This is an optimization exercise on Yosys and OpenROAD, whose aim is small area, a short achievable clock period and few clock cycles per item, not a production implementation. Only simulation tests tie the RTL to the original design; equivalence was not proved. Power and IR drop assume default switching activity.

$ cat flow/config.mk
export PLATFORM = sky130hd
export DESIGN_NAME = sensor_frame_deframer_smoother
export DESIGN_NICKNAME = sensor_frame_deframer_smoother
export VERILOG_FILES = /design/flow/design.v
export SDC_FILE = /design/flow/constraint.sdc
export NUM_CORES = 4
export LEC_CHECK = 0
export CAP_MARGIN = 20
export CORE_MARGIN = 2
export CORE_UTILIZATION = 40
export PLACE_DENSITY = 0.6
export SETUP_SLACK_MARGIN = 5
export SLEW_MARGIN = 20
$ cat flow/run.sh
#!/bin/bash
# synth_recipe.tcl (not shown) runs the flow's synth.tcl, then flattens the netlist and writes it again
# the make line also repeats each setting of config.mk as NAME=value (left out here)
make -C /OpenROAD-flow-scripts/flow DESIGN_CONFIG=/design/flow/config.mk WORK_HOME=/design/flow/orfs CLKGATE_MAP_FILE= SYNTH_SCRIPT=/design/flow/synth_recipe.tcl finish
$ cat flow/constraint.sdc
create_clock -name core_clock -period 11.0 [get_ports {clk}]
set_input_delay 2.2000 -clock core_clock [delete_from_list [all_inputs] [get_ports {clk}]]
set_output_delay 2.2000 -clock core_clock [all_outputs]
set_load 0.01 [all_outputs]
$ cat flow/design.v
`default_nettype none
package sfd_pkg;
	localparam logic [7:0] BYTE_START = 8'h41;
	localparam logic [7:0] BYTE_END   = 8'h40;
	localparam logic [16:0] FACTOR_RESET = 17'd19661;
	localparam logic [16:0] FACTOR_ONE   = 17'd65536;
endpackage
`default_nettype wire
`default_nettype none
module sfd_add #(
	parameter int W = 32
) (
	input  wire logic [W-1:0] a,
	input  wire logic [W-1:0] b,
	input  wire logic         cin,
	output logic [W-1:0]      s,
	output logic              cout
);
	localparam int L = $clog2(W);
	logic [W-1:0] p;
	logic [W-1:0] gg [L+1];
	logic [W-1:0] pp [L+1];
	logic [W:0]   c;
	assign p     = a ^ b;
	assign gg[0] = (a & b) | {{(W-1){1'b0}}, p[0] & cin};
	assign pp[0] = p;
	for (genvar l = 0; l < L; l++) begin : g_lvl
		for (genvar i = 0; i < W; i++) begin : g_bit
			if (((i >> l) & 1) == 1) begin : g_op
				localparam int J = ((i >> l) << l) - 1;
				assign gg[l+1][i] = gg[l][i] | (pp[l][i] & gg[l][J]);
				assign pp[l+1][i] = pp[l][i] & pp[l][J];
			end else begin : g_pass
				assign gg[l+1][i] = gg[l][i];
				assign pp[l+1][i] = pp[l][i];
			end
		end
	end
	assign c    = {gg[L], cin};
	assign s    = p ^ c[W-1:0];
	assign cout = c[W];
endmodule
`default_nettype wire
`default_nettype none
import sfd_pkg::*;
module sensor_frame_deframer_smoother (
	input  wire logic         clk,
	input  wire logic         arst_n,
	input  wire logic         rx_valid,
	output logic              rx_ready,
	input  wire logic [7:0]   rx_byte,
	output logic              result_valid,
	input  wire logic         result_ready,
	output logic [28:0]       encoder_angle_avg,
	output logic [31:0]       wind_speed_avg,
	output logic [31:0]       wind_angle_avg,
	output logic [15:0]       raw_count,
	output logic              float_saturated,
	input  wire logic         cfg_we,
	input  wire logic [16:0]  cfg_wdata
);
	function automatic logic [33:0] to_q16(input logic [31:0] bits);
		logic        s;
		logic [7:0]  e;
		logic [62:0] y;
		logic [31:0] mag;
		logic        inr;
		logic        big;
		logic [31:0] v;
		logic        sat;
		begin
			s   = bits[31];
			e   = bits[30:23];
			y   = {31'd0, 1'b1, bits[22:0], 8'b0} << e[4:0];
			mag = e[7] ? y[45:14] : {15'd0, y[62:46]};
			inr = (e >= 8'd111) && (e <= 8'd141);
			big = (e >= 8'd142);
			sat = big && !(s && (e == 8'd142) && (bits[22:0] == 23'd0));
			if (inr) begin
				v = s ? ~mag : mag;
			end else if (big && !((e == 8'hFF) && (bits[22:0] != 23'd0))) begin
				v = s ? 32'h8000_0000 : 32'h7FFF_FFFF;
			end else begin
				v = 32'd0;
			end
			to_q16 = {sat, inr & s, v};
		end
	endfunction
	function automatic logic [2:0] booth(input logic b2, input logic b1, input logic b0);
		booth = {b2 & !(b1 & b0), (b2 & !b1 & !b0) | (!b2 & b1 & b0), b1 ^ b0};
	endfunction
	function automatic logic [34:0] brow(input logic [2:0] c, input logic [32:0] x);
		logic [34:0] m;
		begin
			m = c[0] ? {{2{x[32]}}, x} : (c[1] ? {x[32], x, 1'b0} : 35'd0);
			brow = m ^ {35{c[2]}};
		end
	endfunction
	logic [7:0]  hist_q [11];
	logic [3:0]  fill_q;
	logic        start_q;
	logic        pend_q;
	logic        snapped_q;
	logic        valid_q;
	logic [10:1] ph_q;
	logic        run;
	logic        xfer;
	logic        snap;
	logic        ph0;
	logic        ph0_q;
	logic        valid_n;
	logic        run_n;
	logic        rdy_q;
	logic        snap_q;
	logic        snapc_q;
	logic        pend_n;
	logic        snapped_n;
	logic        busy_n;
	assign run       = |ph_q;
	assign rx_ready  = rdy_q;
	assign xfer      = rx_valid && rdy_q;
	assign snap      = snap_q;
	assign ph0       = ph0_q;
	assign valid_n   = ph_q[10] || (valid_q && !result_ready);
	assign run_n     = ph0 || (|ph_q[9:1]);
	assign pend_n    = (xfer && start_q && (rx_byte == BYTE_END)) || (pend_q && !snap);
	assign snapped_n = snap || (snapped_q && !ph0);
	assign busy_n    = snapped_n || ph0 || (|ph_q[9:1]);
	always_ff @(posedge clk) begin
		if (xfer) begin
			hist_q[0] <= rx_byte;
			for (int i = 1; i < 11; i++) begin
				hist_q[i] <= hist_q[i-1];
			end
		end
	end
	always_ff @(posedge clk or negedge arst_n) begin
		if (!arst_n) begin
			fill_q  <= '0;
			start_q <= 1'b0;
			pend_q  <= 1'b0;
			rdy_q   <= 1'b1;
			snap_q  <= 1'b0;
		end else begin
			snap_q <= pend_n && !busy_n;
			rdy_q  <= !(pend_n && busy_n);
			if (xfer) begin
				if (fill_q != 4'd10) begin
					fill_q <= fill_q + 4'd1;
				end
				start_q <= (fill_q == 4'd10) && (hist_q[9] == BYTE_START);
			end
			pend_q <= pend_n;
		end
	end
	logic [32:0] d_q;
	logic [15:0] cnt_q;
	logic        sat_q;
	logic [15:0] cnt_out_q;
	logic        sat_out_q;
	logic [32:0] xs_q;
	logic [32:0] xd_q;
	logic        s1_q;
	logic        dsel0_q;
	logic        dsel1_q;
	logic [15:0] frame_cnt;
	logic [21:0] cnt45;
	logic [31:0] conv_in;
	logic [33:0] conv;
	assign frame_cnt = {hist_q[10], hist_q[9]};
	assign conv_in   = ({32{snapc_q}} & {hist_q[8], hist_q[7], hist_q[6], hist_q[5]})
		| ({32{dsel1_q}} & {hist_q[5], hist_q[4], hist_q[3], hist_q[2]})
		| ({32{dsel0_q}} & {hist_q[4], hist_q[3], hist_q[2], hist_q[1]});
	assign conv      = to_q16(conv_in);
	logic [21:0] m45_s1;
	logic [21:0] m45_c1;
	logic [21:0] m45_s2;
	logic [21:0] m45_c2;
	logic        m45_co;
	assign m45_s1 = ({6'd0, frame_cnt} << 5) ^ ({6'd0, frame_cnt} << 3) ^ ({6'd0, frame_cnt} << 2);
	assign m45_c1 = ((({6'd0, frame_cnt} << 5) & ({6'd0, frame_cnt} << 3))
		| (({6'd0, frame_cnt} << 5) & ({6'd0, frame_cnt} << 2))
		| (({6'd0, frame_cnt} << 3) & ({6'd0, frame_cnt} << 2))) << 1;
	assign m45_s2 = m45_s1 ^ m45_c1 ^ {6'd0, frame_cnt};
	assign m45_c2 = ((m45_s1 & m45_c1) | (m45_s1 & {6'd0, frame_cnt})
		| (m45_c1 & {6'd0, frame_cnt})) << 1;
	sfd_add #(.W(22)) u_add45 (
		.a    (m45_s2),
		.b    (m45_c2),
		.cin  (1'b0),
		.s    (cnt45),
		.cout (m45_co)
	);
	always_ff @(posedge clk) begin
		s1_q    <= snap;
		snapc_q <= pend_n && !busy_n;
		dsel0_q <= snap && !xfer;
		dsel1_q <= snap && xfer;
		if (snap) begin
			cnt_q <= frame_cnt;
			sat_q <= conv[33];
			xs_q  <= conv[32:0];
		end else if (s1_q) begin
			sat_q <= sat_q | conv[33];
			xd_q  <= conv[32:0];
		end
		if (ph_q[10]) begin
			cnt_out_q <= cnt_q;
			sat_out_q <= sat_q;
		end
	end
	logic [16:0] g_q;
	logic [31:0] p0_q;
	logic [31:0] p1_q;
	logic [31:0] p2_q;
	logic        selx_q;
	logic        selx_n_q;
	logic        selang1_q;
	logic        selang2_n_q;
	logic        selang3_n_q;
	logic        selsub0_q;
	logic        selsub1_q;
	logic        selsub2_n_q;
	logic        selsub3_n_q;
	logic        selres0_q;
	logic        selres1_q;
	logic        selres2_n_q;
	logic        selres3_n_q;
	logic [24:0] m_ang [4];
	logic [24:0] m_sub [4];
	logic [24:0] m_res [4];
	logic        ph0_n;
	logic        sub_n;
	logic        res_n;
	assign ph0_n = snapped_n && !valid_n && !run_n;
	assign sub_n = ph_q[2] | ph_q[5];
	assign res_n = ph_q[3] | ph_q[6] | ph_q[9];
	assign m_ang[0] = {25{ph0_q}};
	assign m_ang[1] = {25{selang1_q}};
	assign m_ang[2] = {25{!selang2_n_q}};
	assign m_ang[3] = {25{!selang3_n_q}};
	assign m_sub[0] = {25{selsub0_q}};
	assign m_sub[1] = {25{selsub1_q}};
	assign m_sub[2] = {25{!selsub2_n_q}};
	assign m_sub[3] = {25{!selsub3_n_q}};
	assign m_res[0] = {25{selres0_q}};
	assign m_res[1] = {25{selres1_q}};
	assign m_res[2] = {25{!selres2_n_q}};
	assign m_res[3] = {25{!selres3_n_q}};
	always_ff @(posedge clk) begin
		selang1_q   <= ph0_n;
		selang3_n_q <= !ph0_n;
		selsub1_q   <= sub_n;
		selsub3_n_q <= !sub_n;
		selres1_q   <= res_n;
		selres3_n_q <= !res_n;
	end
	always_ff @(posedge clk or negedge arst_n) begin
		if (!arst_n) begin
			selang2_n_q <= 1'b1;
			selsub0_q   <= 1'b0;
			selsub2_n_q <= 1'b1;
			selres0_q   <= 1'b0;
			selres2_n_q <= 1'b1;
		end else begin
			selang2_n_q <= !ph0_n;
			selsub0_q   <= sub_n;
			selsub2_n_q <= !sub_n;
			selres0_q   <= res_n;
			selres2_n_q <= !res_n;
		end
	end
	logic [2:0]  ca_q;
	logic [2:0]  cb_q;
	logic [2:0]  cc_q;
	logic [43:0] accs_q;
	logic [43:0] accc_q;
	logic        cin_q;
	logic        negc_q;
	logic        ph_sub;
	logic        step0;
	logic        step1;
	logic        step2;
	logic [2:0]  bw [9];
	logic [49:0] ang_t;
	logic [32:0] xin;
	logic [34:0] row_a;
	logic [34:0] row_b;
	logic [34:0] row_c;
	logic [49:0] in0;
	logic [49:0] in1;
	logic [49:0] in2;
	logic [49:0] in3;
	logic [49:0] in4;
	logic [49:0] s1;
	logic [49:0] c1;
	logic [49:0] s2;
	logic [49:0] c2;
	logic [49:0] cs_s;
	logic [49:0] cs_c;
	logic [6:0]  low;
	logic [31:0] a_new;
	always_comb begin
		for (int j = 0; j < 8; j++) begin
			bw[j] = booth(g_q[2*j+1], g_q[2*j], (j == 0) ? 1'b0 : g_q[2*j-1]);
		end
		bw[8] = {2'b00, g_q[16] | g_q[15]};
	end
	assign ph_sub = ph_q[3] | ph_q[6];
	assign step0  = ph_q[1] | ph_q[4] | ph_q[7];
	assign step1  = ph_q[2] | ph_q[5] | ph_q[8];
	assign step2  = ph_q[3] | ph_q[6] | ph_q[9];
	logic [49:0] ang_a1;
	logic [49:0] ang_a2;
	logic [49:0] ang_a3;
	logic [49:0] ang_s;
	logic [49:0] ang_c;
	logic        ang_co;
	assign ang_a1 = {4'd0, ({24'd0, d_q[21:0]} << 24) | {24'd0, d_q[21:0]}};
	assign ang_a2 = {28'd0, d_q[21:0]} << 12;
	assign ang_a3 = {~{p0_q[31], p0_q}, 17'h1_0000};
	assign ang_s  = ang_a1 ^ ang_a2 ^ ang_a3;
	assign ang_c  = ((ang_a1 & ang_a2) | (ang_a1 & ang_a3) | (ang_a2 & ang_a3)) << 1;
	assign xin = {selx_q ? xs_q[32:16] : xd_q[32:16], selx_n_q ? xd_q[15:0] : xs_q[15:0]};
	sfd_add #(.W(50)) u_add_ang (
		.a    (({m_ang[1], m_ang[0]} & ang_s)
		     | ({m_sub[1], m_sub[0]} & {xin[31], xin[31:0], 17'h1_FFFF})
		     | ({m_res[1], m_res[0]} & {1'b0, accs_q[31:0], 17'h1_FFFF})),
		.b    (({m_ang[3], m_ang[2]} & ang_c)
		     | ({m_sub[3], m_sub[2]} & {~{p1_q[31], p1_q}, 16'd0, xin[32]})
		     | ({m_res[3], m_res[2]} & {1'b0, accc_q[31:0], 16'd0, cin_q})),
		.cin  (1'b0),
		.s    (ang_t),
		.cout (ang_co)
	);
	always_ff @(posedge clk) begin
		if (ph_q[2]) begin
			selx_q   <= 1'b1;
			selx_n_q <= 1'b0;
		end else if (ph_q[5]) begin
			selx_q   <= 1'b0;
			selx_n_q <= 1'b1;
		end
		if (step0) begin
			ca_q <= bw[3]; cb_q <= bw[4]; cc_q <= bw[5];
		end else if (step1) begin
			ca_q <= bw[6]; cb_q <= bw[7]; cc_q <= bw[8];
		end else begin
			ca_q <= bw[0]; cb_q <= bw[1]; cc_q <= bw[2];
		end
	end
	assign row_a = brow(ca_q, d_q);
	assign row_b = brow(cb_q, d_q);
	assign row_c = brow(cc_q, d_q);
	assign in0 = {11'd0, !row_a[34], row_a[34], row_a[34], row_a[33:0], 1'b0, cin_q & !step0};
	assign in1 = {10'd0, 1'b1, !row_b[34], row_b[33:0], 1'b0, ca_q[2], 1'b0, negc_q};
	assign in2 = {9'h1FF, !row_c[34], row_c[33:0], 1'b0, cb_q[2], 4'd0};
	assign in3 = step0 ? {p0_q, 18'd0} : {6'd0, accs_q};
	assign in4 = step0 ? {31'd0, g_q, 2'd0} : {6'd0, accc_q};
	assign s1   = in0 ^ in1 ^ in2;
	assign c1   = ((in0 & in1) | (in0 & in2) | (in1 & in2)) << 1;
	assign s2   = s1 ^ c1 ^ in3;
	assign c2   = ((s1 & c1) | (s1 & in3) | (c1 & in3)) << 1;
	assign cs_s = s2 ^ c2 ^ in4;
	assign cs_c = ((s2 & c2) | (s2 & in4) | (c2 & in4)) << 1;
	sfd_add #(.W(6)) u_add_low (
		.a    (cs_s[5:0]),
		.b    (cs_c[5:0]),
		.cin  (1'b0),
		.s    (low[5:0]),
		.cout (low[6])
	);
	assign a_new = ang_t[48:17];
	always_ff @(posedge clk) begin
		accs_q <= cs_s[49:6];
		accc_q <= cs_c[49:6];
		cin_q  <= low[6];
		negc_q <= cc_q[2];
		if (snap) begin
			d_q <= {11'd0, cnt45};
		end else if (ph0 || ph_sub) begin
			d_q <= ang_t[49:17];
		end
	end
	always_ff @(posedge clk or negedge arst_n) begin
		if (!arst_n) begin
			g_q       <= FACTOR_RESET;
			valid_q   <= 1'b0;
			snapped_q <= 1'b0;
			ph0_q     <= 1'b0;
			ph_q      <= '0;
			p0_q      <= '0;
			p1_q      <= '0;
			p2_q      <= '0;
		end else begin
			if (cfg_we) begin
				g_q <= (cfg_wdata > FACTOR_ONE) ? FACTOR_ONE : cfg_wdata;
			end
			snapped_q <= snapped_n;
			ph0_q     <= snapped_n && !valid_n && !run_n;
			ph_q <= {ph_q[9:1], ph0};
			valid_q <= valid_n;
			if (step2) begin
				p0_q <= p1_q;
				p1_q <= p2_q;
			end
			if (ph_q[4] || ph_q[7] || ph_q[10]) begin
				p2_q <= a_new;
			end
		end
	end
	assign result_valid      = valid_q;
	assign encoder_angle_avg = p0_q[28:0];
	assign wind_speed_avg    = p1_q;
	assign wind_angle_avg    = p2_q;
	assign raw_count         = cnt_out_q;
	assign float_saturated   = sat_out_q;
endmodule
`default_nettype wire
==> run_results.csv <==
group,metric,value,unit
cts,postCtsSetupBuffers,0,
layout,final_cell_mix,"nand2_1 (547), edfxtp_1 (210), o21ai_0 (208)",
global_route,grt_max_degree,90,
cts,cts_buffers,55,
global_route,grt_pass1_vias,21300,
pwr,cellLeakagePower,13.5,nW
logic_synthesis,synth_flop_cell,"edfxtp_1",
pwr,seq_power_share,0.419,
sta,clock.fmax,211,MHz
pwr,ir_drop,0.147,mV
layout,fill_cells,6519,
pwr,power,6.71,mW
cts,clockRootBuffer,"clkbuf_16",
cts,cts-htree-levels,2,
pwr,power.internal,4.27,mW
critical_path,worstPathMaxFanout,17,
cts,cts_buffer_depth,3,
sta,setup_tns,0,ns
global_route,grt_pass1_wl,136,mm
pwr,power_density,210,nW/um^2
sta,grt_setup_unrepaired,"false",
floorplan,rows,97,
drt,first_pass_iters,8,
critical_path,critPathTopFamily,"compound AO/OA/AOI/OAI gates",
global_route,grt_antenna_before_repair,1,
sta,hold_ws,0.391,ns
critical_path,critical_path_class,"register to register",
sta,finClkSkew,0.0325,ns
critical_path,required,11.37,ns
logic_synthesis,syn_area,28100,um^2
sta,slew_violations,0,
critical_path,slowest_delay,0.90,ns
drt,drtIter0Drc,2261,
floorplan,start_util,0.403,
layout,final_common_cell,"nand2_1",
place,port_buffers,141,
cts,cts_resized,0,
cts,cts_hold_buf,0,
sta,setup_viol,0,
drt,vias,21300,
logic_synthesis,synth_edf_count,210,
floorplan,dieArea,72400,um^2
logic_synthesis,ys_warn_count,15,
global_route,overflow,0,
floorplan,die_w,269,um
sta,worst_pin_slew,1.02,ns
drt,routedWlPerCell,23.8,um
critical_path,crit_slowest_cell,"dfxtp_1",
critical_path,crit_path_start_kind,"register",
sta,period_needed,4.73,ns
logic_synthesis,synth_nets,3053,
layout,drive_gt1_frac,0.0770,
place,routabilityCongestion,0.935,
run_status,status,"complete, no violations",
cts,cts.sinks,471,
sta,timing.final.crit_share,0.430,
hold_path,worstHoldPathType,"register to register",
layout,final_area,32000,um^2
floorplan,io_pins,142,
cts,cts_tree,"built",
layout,area_delta_synth_final,13.9,%
layout,fin_cells,3784,
cts,cts.clk_slew.worst_paths,0.06,ns
place,dp_cells,3680,
pwr,comb_power_share,0.298,
drt,detail-route-antenna-nets,0,
sta,finalHoldViolCount,0,
floorplan,die_h,269,um
floorplan,coreArea,69800,um^2
cts,insertion_delay,0.64,ns
pwr,p_clk_frac,0.283,
critical_path,critical_path.cell_chain,"mux2_2, a222oi_1, inv_1, ha_1, and3_1, nand2_1, o32ai_2, o211ai_1, a21boi_0, a41oi_1, fa_1, xor2_1, o21ai_0",
logic_synthesis,synth_cell_types,79,
drt,drt_wl_total,90.1,mm
logic_synthesis,synthArstFlopShare,0.295,
place,dpl.hpwl,67.8,mm
drt,vias_per_cell,5.63,
logic_synthesis,syn-instance-count,2760,
logic_synthesis,syn_avg_cell_area,10.2,um^2
pwr,sw_frac_of_total,0.364,
pwr,switchingPower,2.44,mW
logic_synthesis,ys_ff_latch,471,
critical_path,cp.buffers_inverters,1,
logic_synthesis,yosysSeqAreaShare,0.436,
run,drv_cap,0,
layout,finalNetCount,3090,
critical_path,critPathCaptureType,"register",
drt,drc,0,
place,dpl_cell_area,30100,um^2
layout,diodes,0,
sta,relSlewSlack,0.318,
global_route,grtUsageTotal,0.253,
critical_path,critPathArrivalTime,5.10,ns
final cells by class:
class	instances	area [um^2]	share of cell area
clock buffer	71	1490	0.0464
timing repair buffer	173	1660	0.0518
tap	940	1180	0.0367
sequential	471	12200	0.383
inverter	182	684	0.0214
clock inverter	33	424	0.0133
multi-input combinational	1914	14300	0.448
state kept, by name, indices dropped and copies added (netlist names), 17 cells and up:
| register | flops |
|---|---|
| hist_q | 88 |
| d_q | 33 |
| g_q | 17 |
| xs_q | 33 |
| p1_q | 32 |
| p0_q | 32 |
| accs_q | 44 |
| accc_q | 44 |
| p2_q | 32 |
| xd_q | 33 |
cell usage after synthesis (24+ instances only):
cell type	number	area [um^2]
buf_4	32	240
dfrtp_1	127	3180
nand2_1	549	2060
inv_1	181	679
nor3_1	37	185
a221o_1	24	240
a21oi_1	66	330
a222oi_1	44	440
a22oi_1	36	270
ha_1	107	1340
clkbuf_1	122	458
xnor2_1	62	543
and2_1	31	194
edfxtp_1	210	6310
o21ai_0	208	1040
nor2b_1	24	150
dfxtp_1	122	2440
xor2_1	87	762
nor2_1	103	387
fa_1	156	3120
mux2_2	51	574
mux2i_1	74	741
power by group through the flow:
stage | logic, mW | clock network, mW | registers, mW
finish | 2.00 | 1.90 | 2.81
global route | 2.30 | 2.01 | 2.83
CTS | 2.03 | 1.93 | 2.79
detailed placement | 2.02 | 0 | 2.82
global placement | 1.93 | 0 | 2.82
floorplan | 1.22 | 0 | 2.52
per-layer routing:
metal / wire, um / vias up / GRT usage
met4: 2760 / 0 / 0.0769
met1: 39400 / 10600 / 0.359
li1: - / 9596 / -
met3: 6760 / 136 / 0.0354
met5: 0 / - / 0
met2: 41200 / 912 / 0.400
cell families (layout without fill, tap and decap cells):
kind of cell | Yosys count | after routing | synth area share
adders and majority gates | 263 | 263 | 0.159
DFF | 471 | 471 | 0.436
AOI/OAI and AO/OA | 541 | 541 | 0.129
muxes | 125 | 125 | 0.0468
buffers and inverters | 375 | 459 | 0.0556
xor gates and xnor gates | 149 | 149 | 0.0464
and+or+nand+nor | 836 | 836 | 0.127
path summary, 6_finish.rpt:
path | start | endpoint | slack, ns | cells after the start
hold reg to reg | ph_q[9] | ph_q[10] | 0.39 | 0
setup reg to reg | selx_n_q | d_q[16] | 6.27 | 13
hold / removal | ph_q[9] | ph_q[10] | 0.39 | 0
setup / recovery | selx_n_q | d_q[16] | 6.27 | 13
max in group asynchronous | arst_n | snap_q | 7.94 | 2
min in group asynchronous | arst_n | p0_q[5] | 1.62 | 1
per-stage QoR:
step	worst slack [ns]	utilization
2_1_floorplan	6.09	-
3_5_place_dp	6.34	0.431
3_3_place_gp	6.40	0.431
5_1_grt	5.94	0.459
4_1_cts	6.31	0.459
6_report	6.27	0.459
Testbench counts, summed over its fixed seeds: cycles 14,504, items 1,200.

## port drivers added, routing unchanged
The results above use ideal ports. As a check the final layout listed here was re-extracted and re-timed, cells and wires unchanged.
Step 1: set_driving_cell puts a clkbuf_16 on clk and a buf_2 on each other input, an assumption about the parent block.
Step 2 times the ports against the registers' clock, not the clock port: input delays grow and output delays shrink by t, the midpoint of the rising clock arrivals with the driver on.
Three values: ideal, step 1, step 2; two values: the first two.
t (ns): 0.686
slack for setup (ns): 6.267 / 6.267 / 6.267
hold slack, ns: 0.391 / 0.391 / 0.391
worst register clock-pin slew, ns: 0.07 / 0.07
After both steps this run still meets setup and hold. The setup slack of this run moves by 0.000 ns with the drivers and by 0.000 ns with both steps.
